This design comes from an exercise in tuning for small area, a short achievable clock period and few clock cycles per item on the open sky130 flow, not from production work.
Function was not checked in any run shown here: the RTL went through the layout flow alone.
Power figures rest on the tool's default switching activity, not on a simulated workload.

==> flow/design.v <==
`timescale 1ns / 1ps
package stfm_pkg;
  localparam int FREQ_W   = 26;
  localparam int TIME_W   = 32;
  localparam int MODE_LSB = 3;
  localparam logic [FREQ_W-1:0] FREQ_MAX = {FREQ_W{1'b1}};
  typedef enum logic [1:0] {
    CMD_WRITE = 2'd0,
    CMD_SYNC  = 2'd1,
    CMD_RESET = 2'd2,
    CMD_NOP   = 2'd3
  } cmd_code_t;
  typedef struct packed {
    logic [1:0]        command;
    logic [7:0]        latch_data;
    logic [TIME_W-1:0] cycle_time;
  } cmd_t;
  typedef struct packed {
    logic [FREQ_W-1:0] tone_frequency;
    logic [7:0]        latch_value;
    logic [1:0]        video_mode;
  } res_t;
  typedef struct packed {
    logic done;
    logic saturated;
  } div_status_t;
endpackage
`timescale 1ns / 1ps
`timescale 1ns / 1ps
module speaker_tone_frequency_meter_top #(
  parameter int CYCLES_PER_SECOND = 3546900
) (
  input  logic            clk,
  input  logic            rst,
  input  logic            cmd_valid,
  output logic            cmd_stall,
  input  logic [1:0]      cmd_command,
  input  logic [7:0]      cmd_latch_data,
  input  logic [31:0]     cmd_cycle_time,
  output logic            res_valid,
  input  logic            res_stall,
  output logic [25:0]     res_tone_frequency,
  output logic [7:0]      res_latch_value,
  output logic [1:0]      res_video_mode
);
  localparam int FW = stfm_pkg::FREQ_W;
  localparam int TW = stfm_pkg::TIME_W;
  localparam int PW = 58;
  localparam logic [PW-1:0] HALF_RATE = PW'(CYCLES_PER_SECOND / 2);
  localparam logic [PW-1:0] P_LAST    = PW'((64'(CYCLES_PER_SECOND / 2) << TW) -
                                            64'(CYCLES_PER_SECOND / 2));
  logic [7:0]     latch_byte;
  logic [TW-1:0]  last_toggle_time;
  logic           t_zero;
  logic [PW-1:0]  prod;
  logic [TW-1:0]  gap_total;
  logic [TW:0]    gap_diff;
  logic           gap_pend;
  logic [FW-1:0]  frequency_reg;
  logic           rv;
  logic           busy;
  logic           chk;
  logic           t_was;
  logic [4:0]     cnt;
  logic           accept;
  logic           toggle;
  logic [TW-1:0]  g_fold;
  logic [TW:0]    shifted;
  logic [TW:0]    sub;
  logic           ge;
  logic           eligible;
  logic           sat;
  assign cmd_stall          = busy | (rv & res_stall);
  assign accept             = cmd_valid & ~cmd_stall;
  assign toggle             = cmd_latch_data[0] ^ latch_byte[0];
  assign res_valid          = rv;
  assign res_tone_frequency = frequency_reg;
  assign res_latch_value    = latch_byte;
  assign res_video_mode     = latch_byte[stfm_pkg::MODE_LSB +: 2];
  assign g_fold   = gap_diff[TW] ? (gap_total - gap_diff[TW-1:0]) :
                                   (gap_total + gap_diff[TW-1:0]);
  assign shifted  = {prod[PW-1:FW], prod[FW-1]};
  assign sub      = shifted - {1'b0, gap_total};
  assign ge       = ~sub[TW];
  assign eligible = t_was && (prod >= 2 * HALF_RATE) && (gap_total != '0);
  assign sat      = prod[PW-1:FW] >= gap_total;
  always_ff @(posedge clk) begin
    if (rst) begin
      latch_byte       <= '0;
      last_toggle_time <= '0;
      t_zero           <= 1'b1;
      prod             <= '0;
      gap_total        <= '0;
      gap_pend         <= 1'b0;
      frequency_reg    <= '0;
      rv               <= 1'b0;
      busy             <= 1'b0;
      chk              <= 1'b0;
    end else begin
      if (rv && !res_stall) rv <= 1'b0;
      if (gap_pend) begin
        gap_total <= g_fold;
        gap_pend  <= 1'b0;
      end
      if (accept) begin
        case (cmd_command)
          2'd0: begin
            if (toggle) begin
              if (t_zero) begin
                prod      <= '0;
                gap_total <= '0;
                gap_pend  <= 1'b0;
              end else begin
                prod     <= (prod == P_LAST) ? '0 : prod + HALF_RATE;
                gap_pend <= 1'b1;
              end
              last_toggle_time <= cmd_cycle_time;
              t_zero           <= (cmd_cycle_time == '0);
            end
            latch_byte <= cmd_latch_data;
            rv         <= 1'b1;
          end
          2'd1: begin
            last_toggle_time <= '0;
            t_zero           <= 1'b1;
            busy             <= 1'b1;
            chk              <= 1'b1;
            rv               <= 1'b0;
          end
          2'd2: begin
            latch_byte       <= '0;
            last_toggle_time <= '0;
            t_zero           <= 1'b1;
            prod             <= '0;
            gap_total        <= '0;
            gap_pend         <= 1'b0;
            frequency_reg    <= '0;
            rv               <= 1'b1;
          end
          default: begin
            rv <= 1'b1;
          end
        endcase
      end
      if (chk) begin
        chk <= 1'b0;
        if (!eligible) begin
          frequency_reg <= '0;
          busy          <= 1'b0;
          rv            <= 1'b1;
        end else if (sat) begin
          frequency_reg <= stfm_pkg::FREQ_MAX;
          busy          <= 1'b0;
          rv            <= 1'b1;
        end
      end else if (busy) begin
        prod[PW-1:FW] <= ge ? sub[TW-1:0] : shifted[TW-1:0];
        prod[FW-1:0]  <= {prod[FW-2:0], ge};
        if (cnt == 5'(FW - 1)) begin
          frequency_reg <= {prod[FW-2:0], ge};
          busy          <= 1'b0;
          rv            <= 1'b1;
        end
      end
    end
  end
  always_ff @(posedge clk) begin
    if (accept) begin
      gap_diff <= {1'b0, cmd_cycle_time} - {1'b0, last_toggle_time};
      t_was    <= !t_zero;
    end
    if (chk) begin
      cnt <= '0;
    end else begin
      cnt <= cnt + 5'd1;
    end
  end
endmodule
==> flow/run.sh <==
#!/bin/bash
# synth_recipe.tcl (not shown) runs the flow's synth.tcl, then flattens the netlist and writes it again
# the make line also repeats each setting of config.mk as NAME=value (left out here)
make -C /OpenROAD-flow-scripts/flow DESIGN_CONFIG=/design/flow/config.mk WORK_HOME=/design/flow/orfs CLKGATE_MAP_FILE= SYNTH_SCRIPT=/design/flow/synth_recipe.tcl finish
==> flow/config.mk <==
export PLATFORM = sky130hd
export DESIGN_NAME = speaker_tone_frequency_meter_top
export DESIGN_NICKNAME = speaker_tone_frequency_meter_top
export VERILOG_FILES = /design/flow/design.v
export SDC_FILE = /design/flow/constraint.sdc
export NUM_CORES = 4
export LEC_CHECK = 0
export CAP_MARGIN = 20
export CORE_MARGIN = 2
export CORE_UTILIZATION = 40
export SLEW_MARGIN = 20
==> flow/constraint.sdc <==
create_clock -name core_clock -period 8.0 [get_ports {clk}]
set_input_delay 1.6000 -clock core_clock [delete_from_list [all_inputs] [get_ports {clk}]]
set_output_delay 1.6000 -clock core_clock [all_outputs]
set_load 0.01 [all_outputs]
==> out/metrics.csv, run 1 <==
stage,metric,value,unit
setup_path,CP max-delay cell,a211o_1,
setup_path,"Req. time, crit path",8370,ps
detailed_routing,TritonRoute pass-1 iters,6,
global_route,global-route wire length before repair,80.6,mm
timing,fin crit period,4850,ps
synthesis,"count leader, synth",a21oi_1,
die,Die Area,42400,um2
cts,post-CTS setup buffer count,0,
setup_path,CP peak stage delay,570,ps
finish,max FFs per register,58,
finish,nets,2313,
synthesis,"top cells by area, synth","dfxtp_1 (20%), ha_1 (10%), a21oi_1 (7.2%)",
synthesis,syn_nets,2310,
placement,Placement Cell Area,17500,um2
finish,share of cells above drive strength 1,0.0457,
detailed_routing,WL/cell,18.8,um
global_route,GR Overflow Total,0,
placement,DPL Wire Length,37.0,mm
setup_path,crit-path cells,clkdlybuf4s50_1 > xor2_2 > buf_4 > nand3_1 > nor4_2 > a211o_1 > buf_4 > nor2_1 > a31oi_1 > a311oi_1 > a221o_1,
timing,Worst Skew,16.4,ps
setup_path,Reg2Reg Launch Point,gap_diff[4],
setup_path,Critical Path Start,cmd_latch_data[0],
setup_path,crit end category,register,
setup_path,"Max FO, Critical Path",38,
die,Starting Density,0.407,
job,reported max-cap violation count,0,
placement,port bufs,83,
synthesis,Unique masters post-synth,88,
timing,maximum clock rate,0.206,GHz
setup_path,Crit path arrival time,5220,ps
die,top-level port count,84,
cts,total CTS buffers,17,
finish,"Non-Filler Cell Area, Final",18100,um2
power,leak pwr,6.52,nW
global_route,initial antenna violation count,0,
synthesis,ys async rst share,0,
timing,setup violators final,0,
detailed_routing,post-route DRC violation count,0,
synthesis,"Seq/Total Area, Yosys",0.267,
power,maximum vdd drop,0.183,mV
placement,Placer Congestion,0.892,
global_route,met1 Use GR,0.331,
global_route,total track usage,0.238,
finish,Area Growth Syn to Fin,10.9,%
timing,relative slew slack,0.343,
die,Core ar.,40000,um2
timing,Fin. Hold Viols,0,
cts,Sink Count,200,
setup_path,Startpoint Class,input pin,
timing,Max Slew Vio Count,0,
worst_hold_path,HP Start,cnt[0],
synthesis,Ys Warns,1,
outcome,status,finished clean,
synthesis,Avg Synthesized Cell Area,7.66,um2
cts,cts repair resizes,0,
detailed_routing,vias post-DR,16200,
detailed_routing,DRT antenna net count,0,
synthesis,top_reg_cell synth,dfxtp_1,
timing,final period utilization,0.606,
global_route,number of global-route vias before repair,14800,
die,row count,73,
cts,clk root buf,clkbuf_16,
cts,Clock Pin Slew Worst Setup and Hold Paths,80,ps
detailed_routing,average vias per placed instance,6.08,
cts,CTS tree,yes,
synthesis,post-synth top area cell,dfxtp_1,
detailed_routing,Total Wirelength,50.3,mm
global_route,busiest grt layer,met2,
global_route,met2 GRT Util,0.386,
global_route,largest net degree at the start of global routing,67,
timing,unrepaired setup endpoints after global routing,false,
setup_path,most frequent cell on the critical path,buf_4,
synthesis,post-synthesis cell area,16300,um2
cts,hold_buf cts,0,
global_route,met3 GRT Util,0.0231,
synthesis,post-synthesis instance total,2127,
timing,final setup TNS,0,ps
cts,CTS Buffer Depth,2,
worst_hold_path,Worst Hold Class,reg2reg,
synthesis,top cell type's share of synthesized area,0.204,
finish,ant diodes,0,
setup_path,WS Path Type,in2reg,
synthesis,Post-synth EDFFs,34,
finish,Regs by FF count,"prod: 58 flops, gap_diff: 33 flops",
die,DIE HEIGHT,206,um
cts,H-Tree Depth,4,
synthesis,post-synthesis register bit count,200,
cts,Worst-Skew Late Latency,480,ps
power,power per cell area,178,nW/um2
detailed_routing,Initial DRC Count,1393,
die,Die Width,206,um
finish,"Most flops, register",prod,
timing,Worst Max-Slew Pin Slew,976,ps
synthesis,synth cell count leaders,"a21oi_1 (236), nor2_1 (211), dfxtp_1 (166), nand2_1 (146), ha_1 (134)",
[worst max-delay path: cells and delay by family]
family	cells	cell delay (ps)
xor gates and xnor gates	1	140
AOI/OAI and AO/OA	4	1140
and+or+nand+nor	3	1020
buffers and inverters	3	1310
[cells by family (layout without fill, tap and decap cells)]
family | count (synthesis) | count (layout) | share of synthesized area
AOI/OAI and AO/OA | 649 | 649 | 0.253
xor gates and xnor gates | 109 | 109 | 0.0613
adders and majority gates | 137 | 137 | 0.107
buffers and inverters | 231 | 247 | 0.0561
DFF | 200 | 200 | 0.267
muxes | 24 | 24 | 0.0149
and+or+nand+nor | 777 | 777 | 0.241
[power by group]
group | total (mW) | switching, mW | leakage, nW | internal, mW
registers | 1.19 | 0.0902 | 1.67 | 1.10
logic | 1.13 | 0.675 | 4.56 | 0.452
clock network | 0.901 | 0.445 | 0.290 | 0.455
[worst paths after layout]
| path | to | slack, ps | cells past startpoint |
|---|---|---|---|
| worst max-delay path | prod[47] | 3150 | 11 |
| worst min-delay path | cnt[0] | 470 | 1 |
| worst max register to register | gap_total[29] | 3230 | 16 |
| worst min register to register | cnt[0] | 470 | 1 |
[stage by stage]
step	instances	hold slack, ps	power (mW)	utilization	setup slack (ps)
6_report	2668	473	3.21	0.452	3150
5_1_grt	2668	503	3.39	0.452	2910
4_1_cts	2668	484	3.22	0.452	3220
3_5_place_dp	2636	463	2.32	0.437	2710
3_3_place_gp	2635	447	2.29	0.437	2800
2_1_floorplan	2127	433	2.03	-	3910
[cell usage in the layout (no fill, tap or decap), types with 8 or more instances in the layout]
cell type        count
a21oi_1            236
nor2_1             210
dfxtp_1            166
nand2_1            146
ha_1               134
inv_1              109
o21ai_0            105
nand3_1             87
clkdlybuf4s50_1     82
nor3_1              73
xnor2_1             72
a31oi_1             53
nor4_1              49
a21o_1              40
nor3b_1             39
a211oi_1            35
nand4_1             34
xor2_1              34
edfxtp_1            34
o21a_1              23
buf_4               23
mux2i_1             22
nor2b_1             21
nand2b_1            19
a311oi_1            18
or3_1               18
and3_1              18
clkbuf_16           17
o211ai_1            15
o31ai_1             12
and2_1               9
a22oi_1              9
or4_1                8
a221o_1              8
or2_2                8
o21bai_1             8
a21boi_0             8
a221oi_1             8
o311a_1              8
[routing by layer]
metal  routed length [um]  share of wire
met5                    0              0
met4                 1330          0.026
met2                22700           0.45
met3                 2280          0.045
met1                23900           0.48
[layout make-up]
type                            instances  area, um2
Fill cell                            4078      21900
Multi-Input combinational cell       1696      11100
Sequential cell                       200       4340
Timing Repair Buffer                  106       1000
Tap cell                              525        657
Clock buffer                           19        453
Inverter                              109        409
Clock inverter                         13        134
==> run 2, diff against run 1 <==
--- a/flow/design.v
+++ b/flow/design.v
@@ -46,7 +46,10 @@
   localparam int FW = stfm_pkg::FREQ_W;
   localparam int TW = stfm_pkg::TIME_W;
-  localparam int PW = 58;
-  localparam logic [PW-1:0] HALF_RATE = PW'(CYCLES_PER_SECOND / 2);
-  localparam logic [PW-1:0] P_LAST    = PW'((64'(CYCLES_PER_SECOND / 2) << TW) -
+  localparam int PW = 59;
+  localparam int LW = FW + 1;
+  localparam int NW = 53;
+  localparam int SK = 8;
+  localparam logic [NW-1:0] HALF_RATE = NW'(CYCLES_PER_SECOND / 2);
+  localparam logic [NW-1:0] P_LAST    = NW'((64'(CYCLES_PER_SECOND / 2) << TW) -
                                             64'(CYCLES_PER_SECOND / 2));
   logic [7:0]     latch_byte;
@@ -65,10 +68,11 @@
   logic           accept;
   logic           toggle;
-  logic [TW-1:0]  g_fold;
   logic [TW:0]    shifted;
-  logic [TW:0]    sub;
+  logic [TW:0]    add_b;
+  logic [TW+1:0]  add_s;
   logic           ge;
+  logic [TW-1:0]  rem_next;
+  logic           skip;
   logic           eligible;
-  logic           sat;
   assign cmd_stall          = busy | (rv & res_stall);
   assign accept             = cmd_valid & ~cmd_stall;
@@ -78,11 +82,12 @@
   assign res_latch_value    = latch_byte;
   assign res_video_mode     = latch_byte[stfm_pkg::MODE_LSB +: 2];
-  assign g_fold   = gap_diff[TW] ? (gap_total - gap_diff[TW-1:0]) :
-                                   (gap_total + gap_diff[TW-1:0]);
-  assign shifted  = {prod[PW-1:FW], prod[FW-1]};
-  assign sub      = shifted - {1'b0, gap_total};
-  assign ge       = ~sub[TW];
-  assign eligible = t_was && (prod >= 2 * HALF_RATE) && (gap_total != '0);
-  assign sat      = prod[PW-1:FW] >= gap_total;
+  assign shifted  = prod[PW-1:LW-1];
+  assign add_b    = busy ? ~shifted : {1'b0, gap_diff[TW-1:0] ^ {TW{gap_diff[TW]}}};
+  assign add_s    = {2'b0, gap_total} + {1'b0, add_b} + (TW+2)'(!busy && gap_diff[TW]);
+  assign ge       = ~add_s[TW+1];
+  assign rem_next = ge ? ~add_s[TW-1:0] : shifted[TW-1:0];
+  assign skip     = (cnt > 5'(SK)) && (prod[PW-1:PW-SK] == '0) &&
+                    (prod[PW-SK-1:LW-SK] < gap_total);
+  assign eligible = t_was && (prod >= PW'(2 * HALF_RATE)) && (gap_total != '0);
   always_ff @(posedge clk) begin
     if (rst) begin
@@ -100,5 +105,5 @@
       if (rv && !res_stall) rv <= 1'b0;
       if (gap_pend) begin
-        gap_total <= g_fold;
+        gap_total <= add_s[TW-1:0];
         gap_pend  <= 1'b0;
       end
@@ -112,6 +117,6 @@
                 gap_pend  <= 1'b0;
               end else begin
-                prod     <= (prod == P_LAST) ? '0 : prod + HALF_RATE;
-                gap_pend <= 1'b1;
+                prod[NW-1:0] <= (prod[NW-1:0] == P_LAST) ? '0 : prod[NW-1:0] + HALF_RATE;
+                gap_pend     <= 1'b1;
               end
               last_toggle_time <= cmd_cycle_time;
@@ -143,19 +148,20 @@
         endcase
       end
-      if (chk) begin
+      if (busy) begin
         chk <= 1'b0;
-        if (!eligible) begin
+        if (skip) begin
+          prod <= {prod[PW-SK-1:0], SK'(0)};
+        end else begin
+          prod <= {rem_next, prod[LW-2:0], ge};
+        end
+        if (chk && !eligible) begin
           frequency_reg <= '0;
           busy          <= 1'b0;
           rv            <= 1'b1;
-        end else if (sat) begin
+        end else if (chk && ge) begin
           frequency_reg <= stfm_pkg::FREQ_MAX;
           busy          <= 1'b0;
           rv            <= 1'b1;
-        end
-      end else if (busy) begin
-        prod[PW-1:FW] <= ge ? sub[TW-1:0] : shifted[TW-1:0];
-        prod[FW-1:0]  <= {prod[FW-2:0], ge};
-        if (cnt == 5'(FW - 1)) begin
+        end else if (cnt == 5'd1) begin
           frequency_reg <= {prod[FW-2:0], ge};
           busy          <= 1'b0;
@@ -166,12 +172,12 @@
   end
   always_ff @(posedge clk) begin
-    if (accept) begin
-      gap_diff <= {1'b0, cmd_cycle_time} - {1'b0, last_toggle_time};
-      t_was    <= !t_zero;
-    end
-    if (chk) begin
-      cnt <= '0;
+    gap_diff <= {1'b0, cmd_cycle_time} - {1'b0, last_toggle_time};
+    t_was    <= !t_zero;
+    if (!busy) begin
+      cnt <= 5'(LW);
+    end else if (skip) begin
+      cnt <= cnt - 5'(SK);
     end else begin
-      cnt <= cnt + 5'd1;
+      cnt <= cnt - 5'd1;
     end
   end
==> run 2 against run 1 <==
Net effect: still clean on timing, DRC and antenna; sequential power decreased by 6%; worst setup slack improved by 77 ps; global-route usage decreased by 0.77 points; register-to-register slack about the same; sequential cell count increased by 1; utilization increased by 0.62 points; via count decreased by 14%; clock-buffer cell count increased by 13; first-iteration DRC count decreased by 22%; critical path depth increased by 3; final cell count decreased by 13%; wire length decreased by 11%.
==> out/metrics.csv, run 2 <==
stage,metric,value,unit
synthesis,Unique masters post-synth,90,
die,DIE HEIGHT,194,um
detailed_routing,vias post-DR,13900,
synthesis,"top cells by area, synth","dfxtp_1 (28%), ha_1 (8.9%), a21oi_1 (5.5%)",
job,reported max-cap violation count,0,
power,Sw Ratio,0.349,
finish,share of cells above drive strength 1,0.0584,
global_route,number of global-route vias before repair,13100,
timing,Worst Skew,19.3,ps
synthesis,top_reg_cell synth,dfxtp_1,
die,Die Width,194,um
power,maximum vdd drop,0.154,mV
synthesis,post-synthesis cell area,14400,um2
detailed_routing,average vias per placed instance,5.97,
outcome,status,finished clean,
detailed_routing,Total Wirelength,44.7,mm
timing,unrepaired setup endpoints after global routing,false,
die,top-level port count,84,
finish,# fillers,3621,
cts,Sink Count,201,
detailed_routing,TritonRoute pass-1 iters,5,
timing,hold_ws,433,ps
finish,nets,1998,
setup_path,"Max FO, Critical Path",33,
die,Die Area,37600,um2
cts,H-Tree Depth,1,
cts,cts repair resizes,0,
timing,relative slew slack,0.331,
timing,Fin. Hold Viols,0,
cts,clk root buf,clkbuf_16,
cts,post-CTS setup buffer count,0,
die,Core ar.,35500,um2
global_route,largest net degree at the start of global routing,67,
timing,Worst Max-Slew Pin Slew,1000,ps
cts,CTS Buffer Depth,3,
finish,sequential cell area,4030,um2
power,P_int,2.11,mW
finish,Area Growth Syn to Fin,12.7,%
global_route,GR Overflow Total,0,
setup_path,Crit path arrival time,5260,ps
cts,CTS tree,yes,
detailed_routing,DRT antenna net count,0,
setup_path,crit end category,register,
finish,multi-input logic area,9460,um2
finish,Regs by FF count,"prod: 59 flops, gap_diff: 33 flops",
synthesis,Avg Synthesized Cell Area,7.78,um2
die,Starting Density,0.406,
power,leak pwr,6.11,nW
synthesis,post-synthesis instance total,1853,
timing,setup violators final,0,
timing,final setup TNS,0,ps
power,sequential fraction of design power,0.344,
timing,maximum clock rate,0.209,GHz
finish,ant diodes,0,
die,row count,69,
global_route,total track usage,0.230,
timing,final period utilization,0.597,
synthesis,ys async rst share,0,
power,switching pwr,1.13,mW
placement,port bufs,83,
cts,Clock Pin Slew Worst Setup and Hold Paths,60,ps
timing,Max Slew Vio Count,0,
synthesis,post-synthesis register bit count,201,
detailed_routing,Initial DRC Count,1086,
synthesis,Post-synth EDFFs,0,
placement,pre-CTS setup slack,3020,ps
synthesis,top cell type's share of synthesized area,0.279,
detailed_routing,WL/cell,19.2,um
timing,post-route setup slack,3230,ps
power,clock power share,0.373,
detailed_routing,post-route DRC violation count,0,
power,combinational power share,0.283,
finish,most frequent cells in the layout,"dfxtp_1 (199), nor2_1 (157), a21oi_1 (157), nand2_1 (156), o21ai_0 (138)",
placement,Placer Congestion,0.924,
cts,Worst-Skew Late Latency,560,ps
synthesis,Ys Warns,1,
setup_path,WS Path Type,reg2reg,
synthesis,"Seq/Total Area, Yosys",0.279,
synthesis,post-synth top area cell,dfxtp_1,
setup_path,"Req. time, crit path",8480,ps
synthesis,"count leader, synth",dfxtp_1,
synthesis,synth cell count leaders,"dfxtp_1 (201), nor2_1 (159), a21oi_1 (157), nand2_1 (156), o21ai_0 (139)",
worst_hold_path,Worst Hold Class,reg2reg,
cts,total CTS buffers,26,
finish,max FFs per register,59,
placement,DPL Wire Length,31.8,mm
cts,hold_buf cts,0,
finish,most common library cell in the layout ignoring fill and taps,dfxtp_1,
timing,fin crit period,4770,ps
power,power per cell area,200,nW/um2
global_route,initial antenna violation count,0,
finish,"Most flops, register",prod,
setup_path,Startpoint Class,register,
global_route,global-route wire length before repair,71.5,mm
synthesis,syn_nets,2004,
## run 2: cell types whose count changed after synthesis, moves of 35 or more
cell and change:
a21oi_1 -79, dfxtp_1 +35, nor2_1 -52, xnor2_1 -36
## run 2: path summary, 6_finish.rpt
kind                       end  slack (ps)  cells past startpoint        startpoint
max reg2reg  frequency_reg[16]        3230                     14      gap_diff[32]
max          frequency_reg[16]        3230                     14      gap_diff[32]
min           frequency_reg[0]         430                      2  frequency_reg[0]
min reg2reg   frequency_reg[0]         430                      2  frequency_reg[0]
## run 2: worst max-delay path: stages, from the launching register on
cell	delay (ps)
dfxtp_2	310
buf_4	400
xor2_1	120
nand2_1	170
o21ai_0	150
fa_1	490
a211oi_1	340
o31ai_2	150
nand2_1	270
o211ai_2	150
o21ai_1	150
o211a_1	640
buf_4	330
and3_1	780
a221o_1	210
## run 2: cell families after synthesis
kind of cell    Yosys count  share of synthesized area
buf+inv                 226                     0.0666
fa+ha+maj               105                     0.0927
flops                   201                      0.279
xor+xnor                 94                     0.0571
mux                      30                     0.0214
compound gates          581                      0.267
simple gates            616                      0.216
## run 2: routing by layer
metal	up-vias	GRT usage	share of wire
li1	6728	-	-
met1	6532	0.311	0.44
met2	539	0.380	0.46
met3	89	0.0266	0.073
met4	0	0.0806	0.033
met5	-	0	0
## run 2: stage by stage
stage	utilization	power [mW]	area, um2	std cells
final	0.458	3.25	16200	2328
after floorplan	-	1.79	14400	1853
after global routing	0.458	3.41	16200	2328
after detailed placement	0.433	2.04	15400	2280
after CTS	0.458	3.26	16200	2328
after global placement	0.433	2.03	15400	2280
## run 2: area by class of cell
| type | count | area share |
|---|---|---|
| repair buffers | 97 | 0.0575 |
| clock inverters | 16 | 0.0116 |
| multi-input cells | 1426 | 0.582 |
| clock buffers | 32 | 0.0433 |
| inverters | 95 | 0.0220 |
| well taps | 461 | 0.0355 |
| flip-flops and latches | 201 | 0.248 |
## run 2: power by group through the flow
stage / clock network (mW) / registers, mW / logic, mW
2_1_floorplan: 0 / 1.11 / 0.679
3_3_place_gp: 0 / 1.14 / 0.891
3_5_place_dp: 0 / 1.14 / 0.899
4_1_cts: 1.24 / 1.11 / 0.904
5_1_grt: 1.28 / 1.12 / 1.01
6_report: 1.21 / 1.12 / 0.919

## separate check: timing with driven ports
No port has a modelled driver above. Below, the same layouts with a new extraction and two added sets of constraints.
Step 1, drivers: a clkbuf_16 drives clk and a buf_2 each remaining input, both assumed.
Step 2, shift: input delay + t, output delay - t, t = (earliest + latest rising clock arrival at the registers) / 2. This alone moves slack from input paths to output paths.
Slacks: ideal / step 1 / step 2; pairs: ideal / step 1.
run	t (ns)	slack for setup (ns)	worst setup path at the end	clock arrival spread, ns
run 1	0.529	3.148 / 3.182 / 2.653	input to register	0.016 / 0.016
run 2	0.601	3.225 / 3.225 / 2.982	input to register	0.019 / 0.019
After both steps every run listed still meets setup and hold. For run 1, which loses most, drivers alone change the setup slack by +0.034 ns; drivers and shift together by -0.495 ns.
